This design comes from an exercise in tuning for small area on the open sky130 flow, not from production work.
In this exercise RTL edits were held to simulation tests only and were not proved equivalent to the original.
Power is estimated from default activity; no workload was simulated.

==> flow/design.v (outline; a module is shown in full before it is edited, if it fits) <==
// module fft_peak_detect: 811 lines
// module fpd_fa: 10 lines
// module fpd_ha: 9 lines
// module fpd_xn: 7 lines
// module fpd_or: 7 lines
// module fpd_xo: 7 lines
// module fpd_nr: 7 lines
module fft_peak_detect #(
    parameter int width   = 16,
    parameter int N_2     = 5,
    parameter int SKIP_DC = 1
) (
    input  logic                 clk,
    input  logic                 reset,
    input  logic                 in_valid,
    input  logic [2*width-1:0]   in_data,
    input  logic [2*width-1:0]   threshold,
    output logic                 busy,
    output logic                 result_valid,
    input  logic                 result_ack,
    output logic [N_2-1:0]       peak_idx,
    output logic [2*width-1:0]   peak_mag,
    output logic                 peak_found
);
  // ...
==> flow/flow/run.sh <==
#!/bin/bash
set -e
export BUFFER_PORTS_ARGS="-buffer_cell sky130_fd_sc_hd__buf_1"
export CTS_ARGS="-sink_clustering_enable -repair_clock_nets -dont_use_dummy_load -buf_list sky130_fd_sc_hd__clkbuf_8 -sink_clustering_size 20"
bash standard.sh > standard.log 2>&1
==> flow/standard.sh <==
#!/bin/bash
# synth_recipe.tcl (not shown) runs the flow's synth.tcl, then flattens the netlist and writes it again
# the make line also repeats each setting of config.mk as NAME=value (left out here)
make -C /OpenROAD-flow-scripts/flow DESIGN_CONFIG=/design/flow/config.mk WORK_HOME=/design/flow/orfs CLKGATE_MAP_FILE= SYNTH_SCRIPT=/design/flow/synth_recipe.tcl "${@:-finish}"
==> flow/config.mk <==
export PLATFORM = sky130hd
export DESIGN_NAME = fft_peak_detect
export DESIGN_NICKNAME = fft_peak_detect
export VERILOG_FILES = /design/flow/design.v
export SDC_FILE = /design/flow/constraint.sdc
export NUM_CORES = 4
export LEC_CHECK = 0
export CAP_MARGIN = 0
export CORE_MARGIN = 2
export CORE_UTILIZATION = 60
export GPL_TIMING_DRIVEN = 0
export SLEW_MARGIN = 0
export SYNTH_HIERARCHICAL = 1
==> flow/constraint.sdc <==
create_clock -name core_clock -period 8.0 [get_ports {clk}]
set_input_delay 1.6000 -clock core_clock [delete_from_list [all_inputs] [get_ports {clk}]]
set_output_delay 1.6000 -clock core_clock [all_outputs]
set_load 0.01 [all_outputs]
==> run notes, run 1 <==
Data arrival, critical path 7940 ps; Post-Place Cell Area 0.01040 mm²; n_diodes 0; status timing/DRC/antenna clean; buffer share of cell area 5.525%; Worst Hold Class flip-flop to flip-flop; Worst Tran Pin Value 678.0 ps; commonest cells after routing, fill and taps aside nand2_1, fa_1, buf_1, nor2_1, inv_1; pre-CTS setup slack -217.5 ps; Seq pwr share 14.7%; reg2reg setup slack between 5000 and 6000 ps; Top pwr grp combinational cells; Routed WL per cell 18.16 µm; first-pass GRT wire length 37.42 mm; # resized after CTS 0; worst path required time slightly above 8000 ps; met3 GRT Util under 10%; stages on the worst setup path 24; Setup Viol. Count Final 0; setup repair bufs after CTS 0; Critical Path End Type flip-flop; setup_tns 0 ps; adder-cell share of the synthesized area 47.97%; CP max stage cell fa_1; Tapcell Cnt approximately 220; share of total power in the clock network about 5.4%
==> module fft_peak_detect, before the edit <==
module fft_peak_detect #(
    parameter int width   = 16,
    parameter int N_2     = 5,
    parameter int SKIP_DC = 1
) (
    input  logic                 clk,
    input  logic                 reset,
    input  logic                 in_valid,
    input  logic [2*width-1:0]   in_data,
    input  logic [2*width-1:0]   threshold,
    output logic                 busy,
    output logic                 result_valid,
    input  logic                 result_ack,
    output logic [N_2-1:0]       peak_idx,
    output logic [2*width-1:0]   peak_mag,
    output logic                 peak_found
);
    localparam int PW = 2 * width;
    logic [5:0]            r_pos;
    logic                  w_hold;
    logic [width-1:0]      w_re;
    logic [width-1:0]      w_im;
    logic [PW-1:0]         w_mag;
    logic [PW-1:0]         r_mag;       
    logic                  r_vld;       
    logic [3:0]            w_idx;       
    logic                  w_first;
    logic [PW:0]           w_gt;        
    logic                  w_upd;
    logic [PW-1:0]         r_max_mag;
    logic [3:0]            r_max_idx;
    logic                  w_sel;       
    logic                  r_found;
    assign w_hold = r_pos[5] & r_pos[1];
    always_ff @(posedge clk) begin
        if (!reset) begin
            r_pos <= '0;
        end else if (!r_pos[5]) begin
            r_pos <= r_pos + {5'd0, in_valid};
        end else if (!r_pos[1]) begin
            r_pos <= r_pos + 6'd1;
        end else if (result_ack) begin
            r_pos <= '0;
        end
    end
    assign busy         = (r_pos != '0) & !w_hold;
    assign result_valid = w_hold;
    assign w_re = in_data[PW-1:width];
    assign w_im = in_data[width-1:0];
    logic p1, p2, p3, p4, p5, p6, p7, p8, p9, p10, p11, p12;
    logic p13, p14, p15, p16, p17, p18, p19, p20, p21, p22, p23, p24;
    logic p25, p26, p27, p28, p29, p30, p31, p32, p33, p34, p35, p36;
    logic p37, p38, p39, p40, p41, p42, p43, p44, p45, p46, p47, p48;
    logic p49, p50, p51, p52, p53, p54, p55, p56, p57, p58, p59, p60;
    logic p61, p62, p63, p64, p65, p66, p67, p68, p69, p70, p71, p72;
    logic p73, p74, p75, p76, p77, p78, p79, p80, p81, p82, p83, p84;
    logic p85, p86, p87, p88, p89, p90, p91, p92, p93, p94, p95, p96;
    logic p97, p98, p99, p100, p101, p102, p103, p104, p105, p106, p107, p108;
    logic p109, p110, p111, p112, p113, p114, p115, p116, p117, p118, p119, p120;
    logic p121, p122, p123, p124, p125, p126, p127, p128, p129, p130, p131, p132;
    logic p133, p134, p135, p136, p137, p138, p139, p140, p141, p142, p143, p144;
    logic p145, p146, p147, p148, p149, p150, p151, p152, p153, p154, p155, p156;
    logic p157, p158, p159, p160, p161, p162, p163, p164, p165, p166, p167, p168;
    logic p169, p170, p171, p172, p173, p174, p175, p176, p177, p178, p179, p180;
    logic p181, p182, p183, p184, p185, p186, p187, p188, p189, p190, p191, p192;
    logic p193, p194, p195, p196, p197, p198, p199, p200, p201, p202, p203, p204;
    logic p205, p206, p207, p208, p209, p210, p211, p212, p213, p214, p215, p216;
    logic p217, p218, p219, p220, p221, p222, p223, p224, p225, p226, p227, p228;
    logic p229, p230, p231, p232, p233, p234, p235, p236, p237, p238, p239, p240;
    logic p241, p242, p243, p244, p245, p246, p247, p248, p249, p250, p251, p252;
    logic p253, p254, p255, p256, p257, p258, p259, p260, p261, p262, p263, p264;
    logic p265, p266, p267, p268, p269, p270, p271, p272, s273, c274, s275, c276;
    logic s277, c278, s279, c280, s281, c282, s283, c284, s285, c286, s287, c288;
    logic s289, c290, s291, c292, s293, c294, s295, c296, s297, c298, s299, c300;
    logic s301, c302, s303, c304, s305, c306, s307, c308, s309, c310, s311, c312;
    logic s313, c314, s315, c316, s317, c318, s319, c320, s321, c322, s323, c324;
    logic s325, c326, s327, c328, s329, c330, s331, c332, s333, c334, s335, c336;
    logic s337, c338, s339, c340, s341, c342, s343, c344, s345, c346, s347, c348;
    logic s349, c350, s351, c352, s353, c354, s355, c356, s357, c358, s359, c360;
    logic s361, c362, s363, c364, s365, c366, s367, c368, s369, c370, s371, c372;
    logic s373, c374, s375, c376, s377, c378, s379, c380, s381, c382, s383, c384;
    logic s385, c386, s387, c388, s389, c390, s391, c392, s393, c394, s395, c396;
    logic s397, c398, s399, c400, s401, c402, s403, c404, s405, c406, s407, c408;
    logic s409, c410, s411, c412, s413, c414, s415, c416, s417, c418, s419, c420;
    logic s421, c422, s423, c424, s425, c426, s427, c428, s429, c430, s431, c432;
    logic s433, c434, s435, c436, s437, c438, s439, c440, s441, c442, s443, c444;
    logic s445, c446, s447, c448, s449, c450, s451, c452, s453, c454, s455, c456;
    logic s457, c458, s459, c460, s461, c462, s463, c464, s465, c466, s467, c468;
    logic s469, c470, s471, c472, s473, c474, s475, c476, s477, c478, s479, c480;
    logic s481, c482, s483, c484, s485, c486, s487, c488, s489, c490, s491, c492;
    logic s493, c494, s495, c496, s497, c498, s499, c500, s501, c502, s503, c504;
    logic s505, c506, s507, c508, s509, c510, s511, c512, s513, c514, s515, c516;
    logic s517, c518, s519, c520, s521, c522, s523, c524, s525, c526, s527, c528;
    logic s529, c530, s531, c532, s533, c534, s535, c536, s537, c538, s539, c540;
    logic s541, c542, s543, c544, s545, c546, s547, c548, s549, c550, s551, c552;
    logic s553, c554, s555, c556, s557, c558, s559, c560, s561, c562, s563, c564;
    logic s565, c566, s567, c568, s569, c570, s571, c572, s573, c574, s575, c576;
    logic s577, c578, s579, c580, s581, c582, s583, c584, s585, c586, s587, c588;
    logic s589, c590, s591, c592, s593, c594, s595, c596, s597, c598, s599, c600;
    logic s601, c602, s603, c604, s605, c606, s607, c608, s609, c610, s611, c612;
    logic s613, c614, s615, c616, s617, c618, s619, c620, s621, c622, s623, c624;
    logic s625, c626, s627, c628, s629, c630, s631, c632, s633, c634, s635, c636;
    logic s637, c638, s639, c640, s641, c642, s643, c644, s645, c646, s647, c648;
    logic s649, c650, s651, c652, s653, c654, s655, c656, s657, c658, s659, c660;
    logic s661, c662, s663, c664, s665, c666, s667, c668, s669, c670, s671, c672;
    logic s673, c674, s675, c676, s677, c678, s679, c680, s681, c682, s683, c684;
    logic s685, c686, s687, c688, s689, c690, s691, c692, s693, c694, s695, c696;
    logic s697, c698, s699, c700, s701, c702, s703, c704, s705, c706, s707, c708;
    logic s709, c710, s711, c712, s713, c714, s715, c716, s717, c718, s719, c720;
    logic s721, c722, s723, c724, s725, c726, s727, c728, s729, c730, s731, c732;
    logic s733, c734, s735, c736, s737, c738, s739, c740, s741, c742, t743, g744;
    logic t745, g746, t747, g748, t749, g750, t751, g752, t753, g754, t755, g756;
    logic t757, g758, t759, g760, t761, g762, t763, g764, t765, g766, t767, g768;
    logic t769, g770, t771, g772, t773, g774, t775, g776, t777, g778, t779, g780;
    logic t781, g782, t783, g784, t785, g786, c787, g788, g789, q790, g791, q792;
    logic g793, q794, g795, q796, g797, q798, g799, q800, g801, q802, g803, q804;
    logic g805, q806, g807, q808, g809, q810, g811, q812, g813, q814, g815, q816;
    logic g817, q818, g819, q820, g821, q822, g823, q824, g825, q826, g827, q828;
    logic g829, q830, g831, q832, g833, q834, g835, q836, g837, q838, g839, q840;
    logic g841, q842, g843, q844, g845, q846, g847, q848, g849, q850, g851, q852;
    logic g853, q854, g855, q856, g857, q858, g859, q860, m861, m862, m863, m864;
    logic m865, m866, m867, m868, m869, m870, m871, m872, m873, m874, m875, m876;
    logic m877, m878, m879, m880, m881, m882;
    assign p1 = ~(w_re[0] & w_re[1]);
    assign p2 = ~(w_re[0] & w_re[2]);
    assign p3 = ~(w_re[0] & w_re[3]);
    assign p4 = ~(w_re[0] & w_re[4]);
    assign p5 = ~(w_re[0] & w_re[5]);
    assign p6 = ~(w_re[0] & w_re[6]);
    assign p7 = ~(w_re[0] & w_re[7]);
    assign p8 = ~(w_re[0] & w_re[8]);
    assign p9 = ~(w_re[0] & w_re[9]);
    assign p10 = ~(w_re[0] & w_re[10]);
    assign p11 = ~(w_re[0] & w_re[11]);
    assign p12 = ~(w_re[0] & w_re[12]);
    assign p13 = ~(w_re[0] & w_re[13]);
    assign p14 = ~(w_re[0] & w_re[14]);
    assign p15 = ~(w_re[1] & w_re[2]);
    assign p16 = ~(w_re[1] & w_re[3]);
    assign p17 = ~(w_re[1] & w_re[4]);
    assign p18 = ~(w_re[1] & w_re[5]);
    assign p19 = ~(w_re[1] & w_re[6]);
    assign p20 = ~(w_re[1] & w_re[7]);
    assign p21 = ~(w_re[1] & w_re[8]);
    assign p22 = ~(w_re[1] & w_re[9]);
    assign p23 = ~(w_re[1] & w_re[10]);
    assign p24 = ~(w_re[1] & w_re[11]);
    assign p25 = ~(w_re[1] & w_re[12]);
    assign p26 = ~(w_re[1] & w_re[13]);
    assign p27 = ~(w_re[1] & w_re[14]);
    assign p28 = ~(w_re[2] & w_re[3]);
    assign p29 = ~(w_re[2] & w_re[4]);
    assign p30 = ~(w_re[2] & w_re[5]);
    assign p31 = ~(w_re[2] & w_re[6]);
    assign p32 = ~(w_re[2] & w_re[7]);
    assign p33 = ~(w_re[2] & w_re[8]);
    assign p34 = ~(w_re[2] & w_re[9]);
    assign p35 = ~(w_re[2] & w_re[10]);
    assign p36 = ~(w_re[2] & w_re[11]);
    assign p37 = ~(w_re[2] & w_re[12]);
    assign p38 = ~(w_re[2] & w_re[13]);
    assign p39 = ~(w_re[2] & w_re[14]);
    assign p40 = ~(w_re[3] & w_re[4]);
    assign p41 = ~(w_re[3] & w_re[5]);
    assign p42 = ~(w_re[3] & w_re[6]);
    assign p43 = ~(w_re[3] & w_re[7]);
    assign p44 = ~(w_re[3] & w_re[8]);
    assign p45 = ~(w_re[3] & w_re[9]);
    assign p46 = ~(w_re[3] & w_re[10]);
    assign p47 = ~(w_re[3] & w_re[11]);
    assign p48 = ~(w_re[3] & w_re[12]);
    assign p49 = ~(w_re[3] & w_re[13]);
    assign p50 = ~(w_re[3] & w_re[14]);
    assign p51 = ~(w_re[4] & w_re[5]);
    assign p52 = ~(w_re[4] & w_re[6]);
    assign p53 = ~(w_re[4] & w_re[7]);
    assign p54 = ~(w_re[4] & w_re[8]);
    assign p55 = ~(w_re[4] & w_re[9]);
    assign p56 = ~(w_re[4] & w_re[10]);
    assign p57 = ~(w_re[4] & w_re[11]);
    assign p58 = ~(w_re[4] & w_re[12]);
    assign p59 = ~(w_re[4] & w_re[13]);
    assign p60 = ~(w_re[4] & w_re[14]);
    assign p61 = ~(w_re[5] & w_re[6]);
    assign p62 = ~(w_re[5] & w_re[7]);
    assign p63 = ~(w_re[5] & w_re[8]);
    assign p64 = ~(w_re[5] & w_re[9]);
    assign p65 = ~(w_re[5] & w_re[10]);
    assign p66 = ~(w_re[5] & w_re[11]);
    assign p67 = ~(w_re[5] & w_re[12]);
    assign p68 = ~(w_re[5] & w_re[13]);
    assign p69 = ~(w_re[5] & w_re[14]);
    assign p70 = ~(w_re[6] & w_re[7]);
    assign p71 = ~(w_re[6] & w_re[8]);
    assign p72 = ~(w_re[6] & w_re[9]);
    assign p73 = ~(w_re[6] & w_re[10]);
    assign p74 = ~(w_re[6] & w_re[11]);
    assign p75 = ~(w_re[6] & w_re[12]);
    assign p76 = ~(w_re[6] & w_re[13]);
    assign p77 = ~(w_re[6] & w_re[14]);
    assign p78 = ~(w_re[7] & w_re[8]);
    assign p79 = ~(w_re[7] & w_re[9]);
    assign p80 = ~(w_re[7] & w_re[10]);
    assign p81 = ~(w_re[7] & w_re[11]);
    assign p82 = ~(w_re[7] & w_re[12]);
    assign p83 = ~(w_re[7] & w_re[13]);
    assign p84 = ~(w_re[7] & w_re[14]);
    assign p85 = ~(w_re[8] & w_re[9]);
    assign p86 = ~(w_re[8] & w_re[10]);
    assign p87 = ~(w_re[8] & w_re[11]);
    assign p88 = ~(w_re[8] & w_re[12]);
    assign p89 = ~(w_re[8] & w_re[13]);
    assign p90 = ~(w_re[8] & w_re[14]);
    assign p91 = ~(w_re[9] & w_re[10]);
    assign p92 = ~(w_re[9] & w_re[11]);
    assign p93 = ~(w_re[9] & w_re[12]);
    assign p94 = ~(w_re[9] & w_re[13]);
    assign p95 = ~(w_re[9] & w_re[14]);
    assign p96 = ~(w_re[10] & w_re[11]);
    assign p97 = ~(w_re[10] & w_re[12]);
    assign p98 = ~(w_re[10] & w_re[13]);
    assign p99 = ~(w_re[10] & w_re[14]);
    assign p100 = ~(w_re[11] & w_re[12]);
    assign p101 = ~(w_re[11] & w_re[13]);
    assign p102 = ~(w_re[11] & w_re[14]);
    assign p103 = ~(w_re[12] & w_re[13]);
    assign p104 = ~(w_re[12] & w_re[14]);
    assign p105 = ~(w_re[13] & w_re[14]);
    assign p106 = ~w_re[0];
    assign p107 = ~w_re[1];
    assign p108 = ~w_re[2];
    assign p109 = ~w_re[3];
    assign p110 = ~w_re[4];
    assign p111 = ~w_re[5];
    assign p112 = ~w_re[6];
    assign p113 = ~w_re[7];
    assign p114 = ~w_re[8];
    assign p115 = ~w_re[9];
    assign p116 = ~w_re[10];
    assign p117 = ~w_re[11];
    assign p118 = ~w_re[12];
    assign p119 = ~w_re[13];
    assign p120 = ~w_re[14];
    assign p121 = (w_re[15] & w_re[0]);
    assign p122 = (w_re[15] & w_re[1]);
    assign p123 = (w_re[15] & w_re[2]);
    assign p124 = (w_re[15] & w_re[3]);
    assign p125 = (w_re[15] & w_re[4]);
    assign p126 = (w_re[15] & w_re[5]);
    assign p127 = (w_re[15] & w_re[6]);
    assign p128 = (w_re[15] & w_re[7]);
    assign p129 = (w_re[15] & w_re[8]);
    assign p130 = (w_re[15] & w_re[9]);
    assign p131 = (w_re[15] & w_re[10]);
    assign p132 = (w_re[15] & w_re[11]);
    assign p133 = (w_re[15] & w_re[12]);
    assign p134 = (w_re[15] & w_re[13]);
    assign p135 = (w_re[15] & w_re[14]);
    assign p136 = ~w_re[15];
    assign p137 = ~(w_im[0] & w_im[1]);
    assign p138 = ~(w_im[0] & w_im[2]);
    assign p139 = ~(w_im[0] & w_im[3]);
    assign p140 = ~(w_im[0] & w_im[4]);
    assign p141 = ~(w_im[0] & w_im[5]);
    assign p142 = ~(w_im[0] & w_im[6]);
    assign p143 = ~(w_im[0] & w_im[7]);
    assign p144 = ~(w_im[0] & w_im[8]);
    assign p145 = ~(w_im[0] & w_im[9]);
    assign p146 = ~(w_im[0] & w_im[10]);
    assign p147 = ~(w_im[0] & w_im[11]);
    assign p148 = ~(w_im[0] & w_im[12]);
    assign p149 = ~(w_im[0] & w_im[13]);
    assign p150 = ~(w_im[0] & w_im[14]);
    assign p151 = ~(w_im[1] & w_im[2]);
    assign p152 = ~(w_im[1] & w_im[3]);
    assign p153 = ~(w_im[1] & w_im[4]);
    assign p154 = ~(w_im[1] & w_im[5]);
    assign p155 = ~(w_im[1] & w_im[6]);
    assign p156 = ~(w_im[1] & w_im[7]);
    assign p157 = ~(w_im[1] & w_im[8]);
    assign p158 = ~(w_im[1] & w_im[9]);
    assign p159 = ~(w_im[1] & w_im[10]);
    assign p160 = ~(w_im[1] & w_im[11]);
    assign p161 = ~(w_im[1] & w_im[12]);
    assign p162 = ~(w_im[1] & w_im[13]);
    assign p163 = ~(w_im[1] & w_im[14]);
    assign p164 = ~(w_im[2] & w_im[3]);
    assign p165 = ~(w_im[2] & w_im[4]);
    assign p166 = ~(w_im[2] & w_im[5]);
    assign p167 = ~(w_im[2] & w_im[6]);
    assign p168 = ~(w_im[2] & w_im[7]);
    assign p169 = ~(w_im[2] & w_im[8]);
    assign p170 = ~(w_im[2] & w_im[9]);
    assign p171 = ~(w_im[2] & w_im[10]);
    assign p172 = ~(w_im[2] & w_im[11]);
    assign p173 = ~(w_im[2] & w_im[12]);
    assign p174 = ~(w_im[2] & w_im[13]);
    assign p175 = ~(w_im[2] & w_im[14]);
    assign p176 = ~(w_im[3] & w_im[4]);
    assign p177 = ~(w_im[3] & w_im[5]);
    assign p178 = ~(w_im[3] & w_im[6]);
    assign p179 = ~(w_im[3] & w_im[7]);
    assign p180 = ~(w_im[3] & w_im[8]);
    assign p181 = ~(w_im[3] & w_im[9]);
    assign p182 = ~(w_im[3] & w_im[10]);
    assign p183 = ~(w_im[3] & w_im[11]);
    assign p184 = ~(w_im[3] & w_im[12]);
    assign p185 = ~(w_im[3] & w_im[13]);
    assign p186 = ~(w_im[3] & w_im[14]);
    assign p187 = ~(w_im[4] & w_im[5]);
    assign p188 = ~(w_im[4] & w_im[6]);
    assign p189 = ~(w_im[4] & w_im[7]);
    assign p190 = ~(w_im[4] & w_im[8]);
    assign p191 = ~(w_im[4] & w_im[9]);
    assign p192 = ~(w_im[4] & w_im[10]);
    assign p193 = ~(w_im[4] & w_im[11]);
    assign p194 = ~(w_im[4] & w_im[12]);
    assign p195 = ~(w_im[4] & w_im[13]);
    assign p196 = ~(w_im[4] & w_im[14]);
    assign p197 = ~(w_im[5] & w_im[6]);
    assign p198 = ~(w_im[5] & w_im[7]);
    assign p199 = ~(w_im[5] & w_im[8]);
    assign p200 = ~(w_im[5] & w_im[9]);
    assign p201 = ~(w_im[5] & w_im[10]);
    assign p202 = ~(w_im[5] & w_im[11]);
    assign p203 = ~(w_im[5] & w_im[12]);
    assign p204 = ~(w_im[5] & w_im[13]);
    assign p205 = ~(w_im[5] & w_im[14]);
    assign p206 = ~(w_im[6] & w_im[7]);
    assign p207 = ~(w_im[6] & w_im[8]);
    assign p208 = ~(w_im[6] & w_im[9]);
    assign p209 = ~(w_im[6] & w_im[10]);
    assign p210 = ~(w_im[6] & w_im[11]);
    assign p211 = ~(w_im[6] & w_im[12]);
    assign p212 = ~(w_im[6] & w_im[13]);
    assign p213 = ~(w_im[6] & w_im[14]);
    assign p214 = ~(w_im[7] & w_im[8]);
    assign p215 = ~(w_im[7] & w_im[9]);
    assign p216 = ~(w_im[7] & w_im[10]);
    assign p217 = ~(w_im[7] & w_im[11]);
    assign p218 = ~(w_im[7] & w_im[12]);
    assign p219 = ~(w_im[7] & w_im[13]);
    assign p220 = ~(w_im[7] & w_im[14]);
    assign p221 = ~(w_im[8] & w_im[9]);
    assign p222 = ~(w_im[8] & w_im[10]);
    assign p223 = ~(w_im[8] & w_im[11]);
    assign p224 = ~(w_im[8] & w_im[12]);
    assign p225 = ~(w_im[8] & w_im[13]);
    assign p226 = ~(w_im[8] & w_im[14]);
    assign p227 = ~(w_im[9] & w_im[10]);
    assign p228 = ~(w_im[9] & w_im[11]);
    assign p229 = ~(w_im[9] & w_im[12]);
    assign p230 = ~(w_im[9] & w_im[13]);
    assign p231 = ~(w_im[9] & w_im[14]);
    assign p232 = ~(w_im[10] & w_im[11]);
    assign p233 = ~(w_im[10] & w_im[12]);
    assign p234 = ~(w_im[10] & w_im[13]);
    assign p235 = ~(w_im[10] & w_im[14]);
    assign p236 = ~(w_im[11] & w_im[12]);
    assign p237 = ~(w_im[11] & w_im[13]);
    assign p238 = ~(w_im[11] & w_im[14]);
    assign p239 = ~(w_im[12] & w_im[13]);
    assign p240 = ~(w_im[12] & w_im[14]);
    assign p241 = ~(w_im[13] & w_im[14]);
    assign p242 = ~w_im[0];
    assign p243 = ~w_im[1];
    assign p244 = ~w_im[2];
    assign p245 = ~w_im[3];
    assign p246 = ~w_im[4];
    assign p247 = ~w_im[5];
    assign p248 = ~w_im[6];
    assign p249 = ~w_im[7];
    assign p250 = ~w_im[8];
    assign p251 = ~w_im[9];
    assign p252 = ~w_im[10];
    assign p253 = ~w_im[11];
    assign p254 = ~w_im[12];
    assign p255 = ~w_im[13];
    assign p256 = ~w_im[14];
    assign p257 = (w_im[15] & w_im[0]);
    assign p258 = (w_im[15] & w_im[1]);
    assign p259 = (w_im[15] & w_im[2]);
    assign p260 = (w_im[15] & w_im[3]);
    assign p261 = (w_im[15] & w_im[4]);
    assign p262 = (w_im[15] & w_im[5]);
    assign p263 = (w_im[15] & w_im[6]);
    assign p264 = (w_im[15] & w_im[7]);
    assign p265 = (w_im[15] & w_im[8]);
    assign p266 = (w_im[15] & w_im[9]);
    assign p267 = (w_im[15] & w_im[10]);
    assign p268 = (w_im[15] & w_im[11]);
    assign p269 = (w_im[15] & w_im[12]);
    assign p270 = (w_im[15] & w_im[13]);
    assign p271 = (w_im[15] & w_im[14]);
    assign p272 = ~w_im[15];
    fpd_xn u_s273 (.a(p11), .b(p23), .y(s273));
    fpd_or u_c274 (.a(p11), .b(p23), .y(c274));
    fpd_fa u_s275 (.a(p13), .b(p25), .c(p36), .s(s275), .co(c276));
    fpd_xn u_s277 (.a(p46), .b(p55), .y(s277));
    fpd_or u_c278 (.a(p46), .b(p55), .y(c278));
    fpd_fa u_s279 (.a(p14), .b(p26), .c(p37), .s(s279), .co(c280));
    fpd_xn u_s281 (.a(p47), .b(p56), .y(s281));
    fpd_or u_c282 (.a(p47), .b(p56), .y(c282));
    fpd_fa u_s283 (.a(p27), .b(p38), .c(p48), .s(s283), .co(c284));
    fpd_fa u_s285 (.a(p57), .b(p65), .c(p72), .s(s285), .co(c286));
    fpd_fa u_s287 (.a(p78), .b(p114), .c(p121), .s(s287), .co(c288));
    fpd_xn u_s289 (.a(p163), .b(p174), .y(s289));
    fpd_or u_c290 (.a(p163), .b(p174), .y(c290));
    fpd_fa u_s291 (.a(p39), .b(p49), .c(p58), .s(s291), .co(c292));
    fpd_fa u_s293 (.a(p66), .b(p73), .c(p79), .s(s293), .co(c294));
    fpd_fa u_s295 (.a(p122), .b(p175), .c(p185), .s(s295), .co(c296));
    fpd_fa u_s297 (.a(p50), .b(p59), .c(p67), .s(s297), .co(c298));
    fpd_fa u_s299 (.a(p74), .b(p80), .c(p85), .s(s299), .co(c300));
    fpd_fa u_s301 (.a(p115), .b(p123), .c(p186), .s(s301), .co(c302));
    fpd_fa u_s303 (.a(p60), .b(p68), .c(p75), .s(s303), .co(c304));
    fpd_fa u_s305 (.a(p69), .b(p76), .c(p82), .s(s305), .co(c306));
    fpd_xn u_s307 (.a(p7), .b(p19), .y(s307));
    fpd_or u_c308 (.a(p7), .b(p19), .y(c308));
    fpd_fa u_s309 (.a(p9), .b(p21), .c(p32), .s(s309), .co(c310));
    fpd_xn u_s311 (.a(p42), .b(p51), .y(s311));
    fpd_or u_c312 (.a(p42), .b(p51), .y(c312));
    fpd_fa u_s313 (.a(p10), .b(p22), .c(p33), .s(s313), .co(c314));
    fpd_xn u_s315 (.a(p43), .b(p52), .y(s315));
    fpd_or u_c316 (.a(p43), .b(p52), .y(c316));
    fpd_fa u_s317 (.a(s273), .b(p34), .c(p44), .s(s317), .co(c318));
    fpd_fa u_s319 (.a(p53), .b(p61), .c(p112), .s(s319), .co(c320));
    fpd_fa u_s321 (.a(p147), .b(p159), .c(p170), .s(s321), .co(c322));
    fpd_fa u_s323 (.a(c274), .b(p12), .c(p24), .s(s323), .co(c324));
    fpd_fa u_s325 (.a(p35), .b(p45), .c(p54), .s(s325), .co(c326));
    fpd_fa u_s327 (.a(p62), .b(p148), .c(p160), .s(s327), .co(c328));
    fpd_xn u_s329 (.a(p171), .b(p181), .y(s329));
    fpd_or u_c330 (.a(p171), .b(p181), .y(c330));
    fpd_fa u_s331 (.a(s275), .b(s277), .c(p63), .s(s331), .co(c332));
    fpd_fa u_s333 (.a(p70), .b(p113), .c(p149), .s(s333), .co(c334));
    fpd_fa u_s335 (.a(p161), .b(p172), .c(p182), .s(s335), .co(c336));
    fpd_fa u_s337 (.a(p191), .b(p199), .c(p206), .s(s337), .co(c338));
    fpd_fa u_s339 (.a(c276), .b(c278), .c(s279), .s(s339), .co(c340));
    fpd_fa u_s341 (.a(s281), .b(p64), .c(p71), .s(s341), .co(c342));
    fpd_fa u_s343 (.a(p150), .b(p162), .c(p173), .s(s343), .co(c344));
    fpd_fa u_s345 (.a(p183), .b(p192), .c(p200), .s(s345), .co(c346));
    fpd_fa u_s347 (.a(c280), .b(c282), .c(s283), .s(s347), .co(c348));
    fpd_fa u_s349 (.a(s285), .b(s287), .c(s289), .s(s349), .co(c350));
    fpd_fa u_s351 (.a(p184), .b(p193), .c(p201), .s(s351), .co(c352));
    fpd_fa u_s353 (.a(p208), .b(p214), .c(p250), .s(s353), .co(c354));
    fpd_fa u_s355 (.a(c284), .b(c286), .c(c288), .s(s355), .co(c356));
    fpd_fa u_s357 (.a(c290), .b(s291), .c(s293), .s(s357), .co(c358));
    fpd_fa u_s359 (.a(s295), .b(p194), .c(p202), .s(s359), .co(c360));
    fpd_fa u_s361 (.a(p209), .b(p215), .c(p258), .s(s361), .co(c362));
    fpd_fa u_s363 (.a(c292), .b(c294), .c(c296), .s(s363), .co(c364));
    fpd_fa u_s365 (.a(s297), .b(s299), .c(s301), .s(s365), .co(c366));
    fpd_fa u_s367 (.a(p195), .b(p203), .c(p210), .s(s367), .co(c368));
    fpd_fa u_s369 (.a(p216), .b(p221), .c(p251), .s(s369), .co(c370));
    fpd_fa u_s371 (.a(c298), .b(c300), .c(c302), .s(s371), .co(c372));
    fpd_fa u_s373 (.a(s303), .b(p81), .c(p86), .s(s373), .co(c374));
    fpd_fa u_s375 (.a(p124), .b(p196), .c(p204), .s(s375), .co(c376));
    fpd_fa u_s377 (.a(p211), .b(p217), .c(p222), .s(s377), .co(c378));
    fpd_fa u_s379 (.a(c304), .b(s305), .c(p87), .s(s379), .co(c380));
    fpd_fa u_s381 (.a(p91), .b(p116), .c(p125), .s(s381), .co(c382));
    fpd_fa u_s383 (.a(p205), .b(p212), .c(p218), .s(s383), .co(c384));
    fpd_fa u_s385 (.a(p223), .b(p227), .c(p252), .s(s385), .co(c386));
    fpd_fa u_s387 (.a(c306), .b(p77), .c(p83), .s(s387), .co(c388));
    fpd_fa u_s389 (.a(p88), .b(p92), .c(p126), .s(s389), .co(c390));
    fpd_fa u_s391 (.a(p213), .b(p219), .c(p224), .s(s391), .co(c392));
    fpd_fa u_s393 (.a(p84), .b(p89), .c(p93), .s(s393), .co(c394));
    fpd_fa u_s395 (.a(p96), .b(p117), .c(p127), .s(s395), .co(c396));
    fpd_fa u_s397 (.a(p220), .b(p225), .c(p229), .s(s397), .co(c398));
    fpd_fa u_s399 (.a(p90), .b(p94), .c(p97), .s(s399), .co(c400));
    fpd_fa u_s401 (.a(p95), .b(p98), .c(p100), .s(s401), .co(c402));
    fpd_fa u_s403 (.a(p5), .b(p17), .c(p28), .s(s403), .co(c404));
    fpd_xn u_s405 (.a(p6), .b(p18), .y(s405));
    fpd_or u_c406 (.a(p6), .b(p18), .y(c406));
    fpd_fa u_s407 (.a(s307), .b(p30), .c(p40), .s(s407), .co(c408));
    fpd_fa u_s409 (.a(p110), .b(p143), .c(p155), .s(s409), .co(c410));
    fpd_fa u_s411 (.a(c308), .b(p8), .c(p20), .s(s411), .co(c412));
    fpd_fa u_s413 (.a(p31), .b(p41), .c(p144), .s(s413), .co(c414));
    fpd_xn u_s415 (.a(p156), .b(p167), .y(s415));
    fpd_or u_c416 (.a(p156), .b(p167), .y(c416));
    fpd_fa u_s417 (.a(s309), .b(s311), .c(p111), .s(s417), .co(c418));
    fpd_fa u_s419 (.a(p145), .b(p157), .c(p168), .s(s419), .co(c420));
    fpd_fa u_s421 (.a(p178), .b(p187), .c(p247), .s(s421), .co(c422));
    fpd_fa u_s423 (.a(c310), .b(c312), .c(s313), .s(s423), .co(c424));
    fpd_fa u_s425 (.a(s315), .b(p146), .c(p158), .s(s425), .co(c426));
    fpd_fa u_s427 (.a(p169), .b(p179), .c(p188), .s(s427), .co(c428));
    fpd_fa u_s429 (.a(c314), .b(c316), .c(s317), .s(s429), .co(c430));
    fpd_fa u_s431 (.a(s319), .b(s321), .c(p180), .s(s431), .co(c432));
    fpd_fa u_s433 (.a(p189), .b(p197), .c(p248), .s(s433), .co(c434));
    fpd_fa u_s435 (.a(c318), .b(c320), .c(c322), .s(s435), .co(c436));
    fpd_fa u_s437 (.a(s323), .b(s325), .c(s327), .s(s437), .co(c438));
    fpd_fa u_s439 (.a(s329), .b(p190), .c(p198), .s(s439), .co(c440));
    fpd_fa u_s441 (.a(c324), .b(c326), .c(c328), .s(s441), .co(c442));
    fpd_fa u_s443 (.a(c330), .b(s331), .c(s333), .s(s443), .co(c444));
    fpd_fa u_s445 (.a(s335), .b(s337), .c(p249), .s(s445), .co(c446));
    fpd_fa u_s447 (.a(c332), .b(c334), .c(c336), .s(s447), .co(c448));
    fpd_fa u_s449 (.a(c338), .b(s339), .c(s341), .s(s449), .co(c450));
    fpd_fa u_s451 (.a(s343), .b(s345), .c(p207), .s(s451), .co(c452));
    fpd_fa u_s453 (.a(c340), .b(c342), .c(c344), .s(s453), .co(c454));
    fpd_fa u_s455 (.a(c346), .b(s347), .c(s349), .s(s455), .co(c456));
    fpd_fa u_s457 (.a(s351), .b(s353), .c(p257), .s(s457), .co(c458));
    fpd_fa u_s459 (.a(c348), .b(c350), .c(c352), .s(s459), .co(c460));
    fpd_fa u_s461 (.a(c354), .b(s355), .c(s357), .s(s461), .co(c462));
    fpd_ha u_s463 (.a(s359), .b(s361), .s(s463), .co(c464));
    fpd_fa u_s465 (.a(c356), .b(c358), .c(c360), .s(s465), .co(c466));
    fpd_fa u_s467 (.a(c362), .b(s363), .c(s365), .s(s467), .co(c468));
    fpd_fa u_s469 (.a(s367), .b(s369), .c(p259), .s(s469), .co(c470));
    fpd_fa u_s471 (.a(c364), .b(c366), .c(c368), .s(s471), .co(c472));
    fpd_fa u_s473 (.a(c370), .b(s371), .c(s373), .s(s473), .co(c474));
    fpd_fa u_s475 (.a(s375), .b(s377), .c(p260), .s(s475), .co(c476));
    fpd_fa u_s477 (.a(c372), .b(c374), .c(c376), .s(s477), .co(c478));
    fpd_fa u_s479 (.a(c378), .b(s379), .c(s381), .s(s479), .co(c480));
    fpd_fa u_s481 (.a(s383), .b(s385), .c(p261), .s(s481), .co(c482));
    fpd_fa u_s483 (.a(c380), .b(c382), .c(c384), .s(s483), .co(c484));
    fpd_fa u_s485 (.a(c386), .b(s387), .c(s389), .s(s485), .co(c486));
    fpd_fa u_s487 (.a(s391), .b(p228), .c(p262), .s(s487), .co(c488));
    fpd_fa u_s489 (.a(c388), .b(c390), .c(c392), .s(s489), .co(c490));
    fpd_fa u_s491 (.a(s393), .b(s395), .c(s397), .s(s491), .co(c492));
    fpd_fa u_s493 (.a(p232), .b(p253), .c(p263), .s(s493), .co(c494));
    fpd_fa u_s495 (.a(c394), .b(c396), .c(c398), .s(s495), .co(c496));
    fpd_fa u_s497 (.a(s399), .b(p128), .c(p226), .s(s497), .co(c498));
    fpd_fa u_s499 (.a(p230), .b(p233), .c(p264), .s(s499), .co(c500));
    fpd_fa u_s501 (.a(c400), .b(s401), .c(p118), .s(s501), .co(c502));
    fpd_fa u_s503 (.a(p129), .b(p231), .c(p234), .s(s503), .co(c504));
    fpd_fa u_s505 (.a(p236), .b(p254), .c(p265), .s(s505), .co(c506));
    fpd_fa u_s507 (.a(c402), .b(p99), .c(p101), .s(s507), .co(c508));
    fpd_fa u_s509 (.a(p130), .b(p235), .c(p237), .s(s509), .co(c510));
    fpd_fa u_s511 (.a(p102), .b(p103), .c(p119), .s(s511), .co(c512));
    fpd_fa u_s513 (.a(p131), .b(p238), .c(p239), .s(s513), .co(c514));
    fpd_fa u_s515 (.a(p3), .b(p15), .c(p108), .s(s515), .co(c516));
    fpd_xn u_s517 (.a(p4), .b(p16), .y(s517));
    fpd_or u_c518 (.a(p4), .b(p16), .y(c518));
    fpd_fa u_s519 (.a(s403), .b(p109), .c(p141), .s(s519), .co(c520));
    fpd_xn u_s521 (.a(p153), .b(p164), .y(s521));
    fpd_or u_c522 (.a(p153), .b(p164), .y(c522));
    fpd_fa u_s523 (.a(c404), .b(s405), .c(p29), .s(s523), .co(c524));
    fpd_fa u_s525 (.a(p142), .b(p154), .c(p165), .s(s525), .co(c526));
    fpd_fa u_s527 (.a(c406), .b(s407), .c(s409), .s(s527), .co(c528));
    fpd_fa u_s529 (.a(p166), .b(p176), .c(p246), .s(s529), .co(c530));
    fpd_fa u_s531 (.a(c408), .b(c410), .c(s411), .s(s531), .co(c532));
    fpd_fa u_s533 (.a(s413), .b(s415), .c(p177), .s(s533), .co(c534));
    fpd_fa u_s535 (.a(c412), .b(c414), .c(c416), .s(s535), .co(c536));
    fpd_fa u_s537 (.a(s417), .b(s419), .c(s421), .s(s537), .co(c538));
    fpd_fa u_s539 (.a(c418), .b(c420), .c(c422), .s(s539), .co(c540));
    fpd_fa u_s541 (.a(s423), .b(s425), .c(s427), .s(s541), .co(c542));
    fpd_fa u_s543 (.a(c424), .b(c426), .c(c428), .s(s543), .co(c544));
    fpd_fa u_s545 (.a(s429), .b(s431), .c(s433), .s(s545), .co(c546));
    fpd_fa u_s547 (.a(c430), .b(c432), .c(c434), .s(s547), .co(c548));
    fpd_fa u_s549 (.a(s435), .b(s437), .c(s439), .s(s549), .co(c550));
    fpd_fa u_s551 (.a(c436), .b(c438), .c(c440), .s(s551), .co(c552));
    fpd_fa u_s553 (.a(s441), .b(s443), .c(s445), .s(s553), .co(c554));
    fpd_fa u_s555 (.a(c442), .b(c444), .c(c446), .s(s555), .co(c556));
    fpd_fa u_s557 (.a(s447), .b(s449), .c(s451), .s(s557), .co(c558));
    fpd_fa u_s559 (.a(c448), .b(c450), .c(c452), .s(s559), .co(c560));
    fpd_fa u_s561 (.a(s453), .b(s455), .c(s457), .s(s561), .co(c562));
    fpd_fa u_s563 (.a(c454), .b(c456), .c(c458), .s(s563), .co(c564));
    fpd_fa u_s565 (.a(s459), .b(s461), .c(s463), .s(s565), .co(c566));
    fpd_fa u_s567 (.a(c460), .b(c462), .c(c464), .s(s567), .co(c568));
    fpd_fa u_s569 (.a(s465), .b(s467), .c(s469), .s(s569), .co(c570));
    fpd_fa u_s571 (.a(c466), .b(c468), .c(c470), .s(s571), .co(c572));
    fpd_fa u_s573 (.a(s471), .b(s473), .c(s475), .s(s573), .co(c574));
    fpd_fa u_s575 (.a(c472), .b(c474), .c(c476), .s(s575), .co(c576));
    fpd_fa u_s577 (.a(s477), .b(s479), .c(s481), .s(s577), .co(c578));
    fpd_fa u_s579 (.a(c478), .b(c480), .c(c482), .s(s579), .co(c580));
    fpd_fa u_s581 (.a(s483), .b(s485), .c(s487), .s(s581), .co(c582));
    fpd_fa u_s583 (.a(c484), .b(c486), .c(c488), .s(s583), .co(c584));
    fpd_fa u_s585 (.a(s489), .b(s491), .c(s493), .s(s585), .co(c586));
    fpd_fa u_s587 (.a(c490), .b(c492), .c(c494), .s(s587), .co(c588));
    fpd_fa u_s589 (.a(s495), .b(s497), .c(s499), .s(s589), .co(c590));
    fpd_fa u_s591 (.a(c496), .b(c498), .c(c500), .s(s591), .co(c592));
    fpd_fa u_s593 (.a(s501), .b(s503), .c(s505), .s(s593), .co(c594));
    fpd_fa u_s595 (.a(c502), .b(c504), .c(c506), .s(s595), .co(c596));
    fpd_fa u_s597 (.a(s507), .b(s509), .c(p266), .s(s597), .co(c598));
    fpd_fa u_s599 (.a(c508), .b(c510), .c(s511), .s(s599), .co(c600));
    fpd_fa u_s601 (.a(s513), .b(p255), .c(p267), .s(s601), .co(c602));
    fpd_fa u_s603 (.a(c512), .b(c514), .c(p104), .s(s603), .co(c604));
    fpd_fa u_s605 (.a(p132), .b(p240), .c(p268), .s(s605), .co(c606));
    fpd_fa u_s607 (.a(p105), .b(p120), .c(p133), .s(s607), .co(c608));
    fpd_fa u_s609 (.a(p241), .b(p256), .c(p269), .s(s609), .co(c610));
    fpd_xn u_s611 (.a(p1), .b(p107), .y(s611));
    fpd_or u_c612 (.a(p1), .b(p107), .y(c612));
    fpd_xn u_s613 (.a(s515), .b(p139), .y(s613));
    fpd_or u_c614 (.a(s515), .b(p139), .y(c614));
    fpd_fa u_s615 (.a(c516), .b(s517), .c(p140), .s(s615), .co(c616));
    fpd_fa u_s617 (.a(c518), .b(s519), .c(s521), .s(s617), .co(c618));
    fpd_fa u_s619 (.a(c520), .b(c522), .c(s523), .s(s619), .co(c620));
    fpd_fa u_s621 (.a(c524), .b(c526), .c(s527), .s(s621), .co(c622));
    fpd_fa u_s623 (.a(c528), .b(c530), .c(s531), .s(s623), .co(c624));
    fpd_fa u_s625 (.a(c532), .b(c534), .c(s535), .s(s625), .co(c626));
    fpd_fa u_s627 (.a(c536), .b(c538), .c(s539), .s(s627), .co(c628));
    fpd_fa u_s629 (.a(c540), .b(c542), .c(s543), .s(s629), .co(c630));
    fpd_fa u_s631 (.a(c544), .b(c546), .c(s547), .s(s631), .co(c632));
    fpd_fa u_s633 (.a(c548), .b(c550), .c(s551), .s(s633), .co(c634));
    fpd_fa u_s635 (.a(c552), .b(c554), .c(s555), .s(s635), .co(c636));
    fpd_fa u_s637 (.a(c556), .b(c558), .c(s559), .s(s637), .co(c638));
    fpd_fa u_s639 (.a(c560), .b(c562), .c(s563), .s(s639), .co(c640));
    fpd_fa u_s641 (.a(c564), .b(c566), .c(s567), .s(s641), .co(c642));
    fpd_fa u_s643 (.a(c568), .b(c570), .c(s571), .s(s643), .co(c644));
    fpd_fa u_s645 (.a(c572), .b(c574), .c(s575), .s(s645), .co(c646));
    fpd_fa u_s647 (.a(c576), .b(c578), .c(s579), .s(s647), .co(c648));
    fpd_fa u_s649 (.a(c580), .b(c582), .c(s583), .s(s649), .co(c650));
    fpd_fa u_s651 (.a(c584), .b(c586), .c(s587), .s(s651), .co(c652));
    fpd_fa u_s653 (.a(c588), .b(c590), .c(s591), .s(s653), .co(c654));
    fpd_fa u_s655 (.a(c592), .b(c594), .c(s595), .s(s655), .co(c656));
    fpd_fa u_s657 (.a(c596), .b(c598), .c(s599), .s(s657), .co(c658));
    fpd_fa u_s659 (.a(c600), .b(c602), .c(s603), .s(s659), .co(c660));
    fpd_fa u_s661 (.a(c604), .b(c606), .c(s607), .s(s661), .co(c662));
    fpd_fa u_s663 (.a(c608), .b(c610), .c(p134), .s(s663), .co(c664));
    fpd_fa u_s665 (.a(p135), .b(p136), .c(p271), .s(s665), .co(c666));
    fpd_xn u_s667 (.a(s611), .b(p137), .y(s667));
    fpd_or u_c668 (.a(s611), .b(p137), .y(c668));
    fpd_fa u_s669 (.a(c612), .b(p2), .c(p138), .s(s669), .co(c670));
    fpd_fa u_s671 (.a(s613), .b(p151), .c(p244), .s(s671), .co(c672));
    fpd_fa u_s673 (.a(c614), .b(s615), .c(p152), .s(s673), .co(c674));
    fpd_fa u_s675 (.a(c616), .b(s617), .c(p245), .s(s675), .co(c676));
    fpd_fa u_s677 (.a(c618), .b(s619), .c(s525), .s(s677), .co(c678));
    fpd_fa u_s679 (.a(c620), .b(s621), .c(s529), .s(s679), .co(c680));
    fpd_fa u_s681 (.a(c622), .b(s623), .c(s533), .s(s681), .co(c682));
    fpd_fa u_s683 (.a(c624), .b(s625), .c(s537), .s(s683), .co(c684));
    fpd_fa u_s685 (.a(c626), .b(s627), .c(s541), .s(s685), .co(c686));
    fpd_fa u_s687 (.a(c628), .b(s629), .c(s545), .s(s687), .co(c688));
    fpd_fa u_s689 (.a(c630), .b(s631), .c(s549), .s(s689), .co(c690));
    fpd_fa u_s691 (.a(c632), .b(s633), .c(s553), .s(s691), .co(c692));
    fpd_fa u_s693 (.a(c634), .b(s635), .c(s557), .s(s693), .co(c694));
    fpd_fa u_s695 (.a(c636), .b(s637), .c(s561), .s(s695), .co(c696));
    fpd_fa u_s697 (.a(c638), .b(s639), .c(s565), .s(s697), .co(c698));
    fpd_fa u_s699 (.a(c640), .b(s641), .c(s569), .s(s699), .co(c700));
    fpd_fa u_s701 (.a(c642), .b(s643), .c(s573), .s(s701), .co(c702));
    fpd_fa u_s703 (.a(c644), .b(s645), .c(s577), .s(s703), .co(c704));
    fpd_fa u_s705 (.a(c646), .b(s647), .c(s581), .s(s705), .co(c706));
    fpd_fa u_s707 (.a(c648), .b(s649), .c(s585), .s(s707), .co(c708));
    fpd_fa u_s709 (.a(c650), .b(s651), .c(s589), .s(s709), .co(c710));
    fpd_fa u_s711 (.a(c652), .b(s653), .c(s593), .s(s711), .co(c712));
    fpd_fa u_s713 (.a(c654), .b(s655), .c(s597), .s(s713), .co(c714));
    fpd_fa u_s715 (.a(c656), .b(s657), .c(s601), .s(s715), .co(c716));
    fpd_fa u_s717 (.a(c658), .b(s659), .c(s605), .s(s717), .co(c718));
    fpd_fa u_s719 (.a(c660), .b(s661), .c(s609), .s(s719), .co(c720));
    fpd_fa u_s721 (.a(c662), .b(s663), .c(p270), .s(s721), .co(c722));
    fpd_fa u_s723 (.a(c664), .b(s665), .c(p272), .s(s723), .co(c724));
    fpd_xn u_s725 (.a(p106), .b(p242), .y(s725));
    fpd_or u_c726 (.a(p106), .b(p242), .y(c726));
    fpd_xn u_s727 (.a(s667), .b(p243), .y(s727));
    fpd_or u_c728 (.a(s667), .b(p243), .y(c728));
    fpd_fa u_s729 (.a(c668), .b(s669), .c(c728), .s(s729), .co(c730));
    fpd_fa u_s731 (.a(c670), .b(s671), .c(c730), .s(s731), .co(c732));
    fpd_fa u_s733 (.a(c672), .b(s673), .c(c732), .s(s733), .co(c734));
    fpd_fa u_s735 (.a(c674), .b(s675), .c(c734), .s(s735), .co(c736));
    fpd_fa u_s737 (.a(c676), .b(s677), .c(c736), .s(s737), .co(c738));
    fpd_fa u_s739 (.a(c678), .b(s679), .c(c738), .s(s739), .co(c740));
    fpd_fa u_s741 (.a(c680), .b(s681), .c(c740), .s(s741), .co(c742));
    fpd_xo u_t743 (.a(c682), .b(s683), .y(t743));
    fpd_nr u_g744 (.a(c682), .b(s683), .y(g744));
    fpd_xo u_t745 (.a(c684), .b(s685), .y(t745));
    fpd_nr u_g746 (.a(c684), .b(s685), .y(g746));
    fpd_xo u_t747 (.a(c686), .b(s687), .y(t747));
    fpd_nr u_g748 (.a(c686), .b(s687), .y(g748));
    fpd_xo u_t749 (.a(c688), .b(s689), .y(t749));
    fpd_nr u_g750 (.a(c688), .b(s689), .y(g750));
    fpd_xo u_t751 (.a(c690), .b(s691), .y(t751));
    fpd_nr u_g752 (.a(c690), .b(s691), .y(g752));
    fpd_xo u_t753 (.a(c692), .b(s693), .y(t753));
    fpd_nr u_g754 (.a(c692), .b(s693), .y(g754));
    fpd_xo u_t755 (.a(c694), .b(s695), .y(t755));
    fpd_nr u_g756 (.a(c694), .b(s695), .y(g756));
    fpd_xo u_t757 (.a(c696), .b(s697), .y(t757));
    fpd_nr u_g758 (.a(c696), .b(s697), .y(g758));
    fpd_xo u_t759 (.a(c698), .b(s699), .y(t759));
    fpd_nr u_g760 (.a(c698), .b(s699), .y(g760));
    fpd_xo u_t761 (.a(c700), .b(s701), .y(t761));
    fpd_nr u_g762 (.a(c700), .b(s701), .y(g762));
    fpd_xo u_t763 (.a(c702), .b(s703), .y(t763));
    fpd_nr u_g764 (.a(c702), .b(s703), .y(g764));
    fpd_xo u_t765 (.a(c704), .b(s705), .y(t765));
    fpd_nr u_g766 (.a(c704), .b(s705), .y(g766));
    fpd_xo u_t767 (.a(c706), .b(s707), .y(t767));
    fpd_nr u_g768 (.a(c706), .b(s707), .y(g768));
    fpd_xo u_t769 (.a(c708), .b(s709), .y(t769));
    fpd_nr u_g770 (.a(c708), .b(s709), .y(g770));
    fpd_xo u_t771 (.a(c710), .b(s711), .y(t771));
    fpd_nr u_g772 (.a(c710), .b(s711), .y(g772));
    fpd_xo u_t773 (.a(c712), .b(s713), .y(t773));
    fpd_nr u_g774 (.a(c712), .b(s713), .y(g774));
    fpd_xo u_t775 (.a(c714), .b(s715), .y(t775));
    fpd_nr u_g776 (.a(c714), .b(s715), .y(g776));
    fpd_xo u_t777 (.a(c716), .b(s717), .y(t777));
    fpd_nr u_g778 (.a(c716), .b(s717), .y(g778));
    fpd_xo u_t779 (.a(c718), .b(s719), .y(t779));
    fpd_nr u_g780 (.a(c718), .b(s719), .y(g780));
    fpd_xo u_t781 (.a(c720), .b(s721), .y(t781));
    fpd_nr u_g782 (.a(c720), .b(s721), .y(g782));
    fpd_xo u_t783 (.a(c722), .b(s723), .y(t783));
    fpd_nr u_g784 (.a(c722), .b(s723), .y(g784));
    fpd_xo u_t785 (.a(c724), .b(c666), .y(t785));
    fpd_nr u_g786 (.a(c724), .b(c666), .y(g786));
    assign c787 = ~c742;
    assign g788 = g744 | (t743 & c787);
    assign g789 = g746 | (t745 & g788);
    assign q790 = t745 & t743;
    assign g791 = g750 | (t749 & g748);
    assign q792 = t749 & t747;
    assign g793 = g754 | (t753 & g752);
    assign q794 = t753 & t751;
    assign g795 = g758 | (t757 & g756);
    assign q796 = t757 & t755;
    assign g797 = g762 | (t761 & g760);
    assign q798 = t761 & t759;
    assign g799 = g766 | (t765 & g764);
    assign q800 = t765 & t763;
    assign g801 = g770 | (t769 & g768);
    assign q802 = t769 & t767;
    assign g803 = g774 | (t773 & g772);
    assign q804 = t773 & t771;
    assign g805 = g778 | (t777 & g776);
    assign q806 = t777 & t775;
    assign g807 = g782 | (t781 & g780);
    assign q808 = t781 & t779;
    assign g809 = g786 | (t785 & g784);
    assign q810 = t785 & t783;
    assign g811 = g791 | (q792 & g789);
    assign q812 = q792 & q790;
    assign g813 = g795 | (q796 & g793);
    assign q814 = q796 & q794;
    assign g815 = g799 | (q800 & g797);
    assign q816 = q800 & q798;
    assign g817 = g803 | (q804 & g801);
    assign q818 = q804 & q802;
    assign g819 = g807 | (q808 & g805);
    assign q820 = q808 & q806;
    assign g821 = g813 | (q814 & g811);
    assign q822 = q814 & q812;
    assign g823 = g817 | (q818 & g815);
    assign q824 = q818 & q816;
    assign g825 = g823 | (q824 & g821);
    assign q826 = q824 & q822;
    assign g827 = g815 | (q816 & g821);
    assign q828 = q816 & q822;
    assign g829 = g819 | (q820 & g825);
    assign q830 = q820 & q826;
    assign g831 = g793 | (q794 & g811);
    assign q832 = q794 & q812;
    assign g833 = g797 | (q798 & g821);
    assign q834 = q798 & q822;
    assign g835 = g801 | (q802 & g827);
    assign q836 = q802 & q828;
    assign g837 = g805 | (q806 & g825);
    assign q838 = q806 & q826;
    assign g839 = g809 | (q810 & g829);
    assign q840 = q810 & q830;
    assign g841 = g748 | (t747 & g789);
    assign q842 = t747 & q790;
    assign g843 = g752 | (t751 & g811);
    assign q844 = t751 & q812;
    assign g845 = g756 | (t755 & g831);
    assign q846 = t755 & q832;
    assign g847 = g760 | (t759 & g821);
    assign q848 = t759 & q822;
    assign g849 = g764 | (t763 & g833);
    assign q850 = t763 & q834;
    assign g851 = g768 | (t767 & g827);
    assign q852 = t767 & q828;
    assign g853 = g772 | (t771 & g835);
    assign q854 = t771 & q836;
    assign g855 = g776 | (t775 & g825);
    assign q856 = t775 & q826;
    assign g857 = g780 | (t779 & g837);
    assign q858 = t779 & q838;
    assign g859 = g784 | (t783 & g829);
    assign q860 = t783 & q830;
    assign m861 = t743 ^ c787;
    assign m862 = t745 ^ g788;
    assign m863 = t747 ^ g789;
    assign m864 = t749 ^ g841;
    assign m865 = t751 ^ g811;
    assign m866 = t753 ^ g843;
    assign m867 = t755 ^ g831;
    assign m868 = t757 ^ g845;
    assign m869 = t759 ^ g821;
    assign m870 = t761 ^ g847;
    assign m871 = t763 ^ g833;
    assign m872 = t765 ^ g849;
    assign m873 = t767 ^ g827;
    assign m874 = t769 ^ g851;
    assign m875 = t771 ^ g835;
    assign m876 = t773 ^ g853;
    assign m877 = t775 ^ g825;
    assign m878 = t777 ^ g855;
    assign m879 = t779 ^ g837;
    assign m880 = t781 ^ g857;
    assign m881 = t783 ^ g829;
    assign m882 = t785 ^ g859;
    assign w_mag = {m882, m881, m880, m879, m878, m877, m876, m875, m874, m873, m872, m871, m870, m869, m868, m867, m866, m865, m864, m863, m862, m861, ~s741, ~s739, ~s737, ~s735, ~s733, ~s731, ~s729, ~s727, ~c726, ~s725};
    assign w_sel = in_valid && (r_pos[5:4] == 2'd0) && (r_pos[3:0] != 4'd0);
    always_ff @(posedge clk) begin
        r_mag <= w_sel ? w_mag : threshold;
        r_vld <= reset && w_sel;
    end
    assign w_idx   = r_pos[3:0] - 4'd1;
    assign w_first = (r_pos[3:0] == 4'd2);
    assign w_gt[0] = !r_vld;
    for (genvar i = 0; i < PW; i++) begin : g_cmp
        assign w_gt[i+1] = (r_mag[i] & ~r_max_mag[i]) | ((r_mag[i] | ~r_max_mag[i]) & w_gt[i]);
    end
    assign w_upd = r_vld && (w_first || w_gt[PW]);
    always_ff @(posedge clk) begin
        if (w_upd) begin
            r_max_mag <= r_mag;
            r_max_idx <= w_idx;
        end
        r_found <= !w_gt[PW];
    end
    assign peak_mag   = r_max_mag;
    assign peak_idx   = {1'b0, r_max_idx};
    assign peak_found = r_found;
endmodule
==> run 2: changes to the inputs <==
--- a/flow/design.v
+++ b/flow/design.v
@@ -31,5 +31,4 @@
     logic [3:0]            r_max_idx;
     logic                  w_sel;       
-    logic                  r_found;
     assign w_hold = r_pos[5] & r_pos[1];
     always_ff @(posedge clk) begin
@@ -804,9 +803,8 @@
             r_max_idx <= w_idx;
         end
-        r_found <= !w_gt[PW];
     end
     assign peak_mag   = r_max_mag;
     assign peak_idx   = {1'b0, r_max_idx};
-    assign peak_found = r_found;
+    assign peak_found = !w_gt[PW];
 endmodule
 module fpd_fa (
==> flow/flow/run.sh (replaced) <==
#!/bin/bash
set -e
export REMOVE_ABC_BUFFERS=1
export BUFFER_PORTS_ARGS="-buffer_cell sky130_fd_sc_hd__buf_1"
export CTS_ARGS="-sink_clustering_enable -repair_clock_nets -dont_use_dummy_load -buf_list sky130_fd_sc_hd__clkbuf_8 -sink_clustering_size 20"
bash standard.sh > standard.log 2>&1
--- a/flow/config.mk
+++ b/flow/config.mk
@@ -8,6 +8,7 @@
 export CAP_MARGIN = 0
 export CORE_MARGIN = 2
-export CORE_UTILIZATION = 60
+export CORE_UTILIZATION = 85
 export GPL_TIMING_DRIVEN = 0
+export PLACE_DENSITY = 0.9
 export SLEW_MARGIN = 0
 export SYNTH_HIERARCHICAL = 1
==> run notes, run 2 <==
status timing/DRC/antenna clean; Data arrival, critical path 8050 ps (+110 ps); Detailed Routing Iterations Pass 1 9; worst hold slack 430.7 ps; cell leakage power ~3.9 nW; Post-Route WL just over 30 mm; Buf+Inv Stages, Crit Path 2; main flop type after synthesis dfxtp_1; fin area approximately 0.010 mm²; Top delay family on crit path adder cells; vias in the first global route about 9400; cell taking the most area after synthesis fa_1; Area growth syn-to-layout 5.897%; CP Cell Sequence buf_2 > nand2_1 > fa_1 > fa_1 > fa_1 > fa_1 > fa_1 > fa_1 > fa_1 > fa_1 > inv_1 > ha_1 > or2_2 > ha_1 > o211a_1 > o211ai_1 > or3b_1 > a31oi_2 > a21oi_2 > nand3_1 > nand2_1 > ha_1 > mux2_2; top-count cell post-synth nand2_1; Worst Skew 16.78 ps; worst r2r dst r_max_mag[4]; routed vias approximately 8400; top cell type's share of synthesized area 44.90%; Fin. Hold Viols 0; Crit Path Category input port to flip-flop; Max Fclk 127.7 MHz; Worst path max stage delay 590 ps; n_diodes 0 (unchanged); Sinks on Clock Net 75; Final Wtd Congestion 0.9257; CTS clock-pin slew for the worst setup and hold paths approximately 80 ps; gr ovfl total 0; row count 38; PwrDens 451.1 mW/mm²; commonest cells after routing, fill and taps aside nand2_1, fa_1, buf_1, nor2_1, inv_1; Filler Cell Count 369; Max-cap violations 0; mapped cell area 0.009676 mm²; stages on the worst setup path 23 (-4.2%); remaining antenna violation count after routing 0; ys async rst share 0%; max-slew violation count 0; clock latency on the worst-skew pair 340 ps; CTS Buffer Depth 2; Die ar. 0.01225 mm²; cell count after synthesis 954; cts bufs inserted 9; Cell variety after synth between 50 and 60; most frequent cells after synthesis nand2_1, fa_1, nor2_1; layout cell share with drive strength beyond 1 3.988%; Worst Tran Pin Value 1095 ps (+416.6 ps); Critical Path End Type flip-flop; Detailed Place HPWL about 21 mm; Max H-tree Level 3; Post-Place Cell Area 0.01011 mm² (-2.8%); commonest non-fill, non-tap cell in the layout nand2_1; initial antenna violation count 0; Placeable Area 0.01098 mm²; routed vias/inst 7.188; RSZ-0062 raised after global routing no; number of synthesized flops with an enable pin 36; most used cell, CP fa_1; fin crit period ~7800 ps; CP max stage cell fa_1; DRC viols 0; first-pass GRT wire length 48.11 mm (+29%); worst r2r path cells 7; # port buffers 106; worst vdd ir 0.0004265 V; Nets 1333; Tot GR Track Use 52.16%; Worst Hold Class flip-flop to flip-flop; pin count of the biggest net entering global routing 54; Top Registers r_mag (32), r_max_mag (32), r_pos (6); setup_tns 0 ps (unchanged); fin crit share 97.86%; register area 0.001862 mm²; Die W roughly 110 µm; IO Count 108; flops & latches, synth 75; leading post-synthesis cells by cell area fa_1, edfxtp_1, nand2_1, dfxtp_1, xor2_1; initial core utilization about nine tenths; DRT iter0 DRCs 1546; Worst Setup EP r_mag[30]; root buffer cell clkbuf_8; worst-path fanout max 15; CTS tree built; Setup Viol. Count Final 0 (unchanged); area of the multi-input gates about 0.0074 mm²; Die Height 110.7 µm; reg2reg setup slack 4920 ps (-470 ps); Rel. slew slack 27.03%; crit path launch in_data[21]; Routed WL per cell 26.06 µm (+43%); worst path required time 8220 ps (-30 ps); Worst setup SP type input port; synthesized area per cell 10.14 µm²; setup repair bufs after CTS 0 (unchanged); Reg2Reg Launch Point r_max_mag[28]; register area share after synthesis 19.24%; Yosys warning total 7
-- run 2: changes by cell type in the layout (fill, tap and decap cells not counted), sizes merged --
cell,change
buf,-7
dfxtp,-1
clkbuf,-35
-- run 2: modules after synthesis, one instance, submodules excluded, a selection --
module	times used	area [µm²]	cells
fpd_or	17	6.256	1
fpd_xn	17	8.758	1
fpd_ha	1	12.51	1
fpd_xo	22	8.758	1
fpd_nr	21	3.754	1
fft_peak_detect	1	4792	659
-- run 2: cells by family (layout without fill, tap and decap cells) --
kind of cell	after synthesis	in the layout	share of synthesized area, %
buffers and inverters	112	186	4.397
AND/OR/NAND/NOR	373	373	15.88
AO/OA/AOI/OAI	86	86	6.259
multiplexers	13	13	1.500
adder cells (fa/ha/maj)	243	243	48.07
flip-flops	75	75	19.24
XOR/XNOR	51	51	4.617
other	1	1	0.03876
-- run 2: worst min path at each step --
stage,start,cells after the start,endpoint
after floorplan,r_mag[0],0,r_max_mag[0]
after global placement,r_mag[0],0,r_max_mag[0]
after detailed placement,r_mag[17],0,r_max_mag[17]
after CTS,r_mag[13],0,r_max_mag[13]
after global routing,r_mag[17],0,r_max_mag[17]
final,r_mag[13],0,r_max_mag[13]
-- run 2: layer usage --
layer | up-vias | global-route usage [%] | share of wire, %
li1 | 3147 | - | -
met1 | 3835 | 60.68 | 29
met2 | 1059 | 79.88 | 45
met3 | 354 | 16.62 | 15
met4 | 0 | 42.67 | 11
met5 | - | 0 | 0
-- run 2: worst register-to-register path, stage by stage, from the launching register on --
cell and delay, ps:
edfxtp_1 440, nand2b_1 180, maj3_1 380, o221ai_1 180
nor4_1 130, o21ai_1 190, o221ai_1 280, o2bb2ai_4 910
-- run 2: report_power, final --
| group | total [W] | switching (W) | leakage (nW) | internal, W |
|---|---|---|---|---|
| combinational | 0.00381 | 0.00227 | 3.22 | 0.00154 |
| clock | 0.000217 | 0.000117 | 0.0647 | 0.000100 |
| sequential | 0.000592 | 0.0000754 | 0.654 | 0.000516 |
| total | 0.00462 | 0.00246 | 3.93 | 0.00216 |
-- run 2: timing repair --
item	in CTS	in global routing
hold buffers	0	0
gates resized for setup	5	2
pin swaps	0	0
endpoints found under the setup margin	2	9
-- run 2: cell type report --
class | count | area share, %
clock buffers | 9 | 1.209
inverters | 71 | 2.601
well taps | 140 | 1.710
repair buffers | 106 | 3.969
multi-input cells | 767 | 72.34
flip-flops and latches | 75 | 18.17
-- run 2: stage by stage --
stage	setup WS, ps	utilization [%]	total power, W	cells
floorplan	1019	-	0.003063	913
global placement	-76.62	91.87	0.003694	1159
detailed placement	-299.2	92.08	0.003987	1159
CTS	9.843	93.27	0.004407	1168
global route	14.96	93.29	0.004888	1168
finish	171.0	93.29	0.004622	1168

==> port drivers added, routing unchanged <==
Ports are ideal in the flow. The routed layouts listed here were re-timed in OpenROAD. Step 1 sets driving cells, clkbuf_16 on the clock port and buf_2 on the other inputs (assumed; they add their load-dependent delay and slew). Step 2 times the ports against the registers' clock, not the clock port: input delays grow and output delays shrink by t, the midpoint of the rising clock arrivals with the driver on. Three values: ideal, step 1, step 2; two values: the first two.
| run | t, ns | setup slack, ns | hold WS [ns] | worst setup path after step 2 |
|---|---|---|---|---|
| run 1 | 0.375 | 0.313 / 0.323 / -0.052 | 0.428 / 0.428 / 0.428 | input to register |
| run 2 | 0.365 | 0.171 / 0.178 / -0.188 | 0.431 / 0.431 / 0.431 | input to register |
With both steps, setup timing fails in run 1 and run 2, where it was met with ideal ports. For run 1, which loses most, drivers alone change the setup slack by +0.010 ns; drivers and shift together by -0.365 ns.
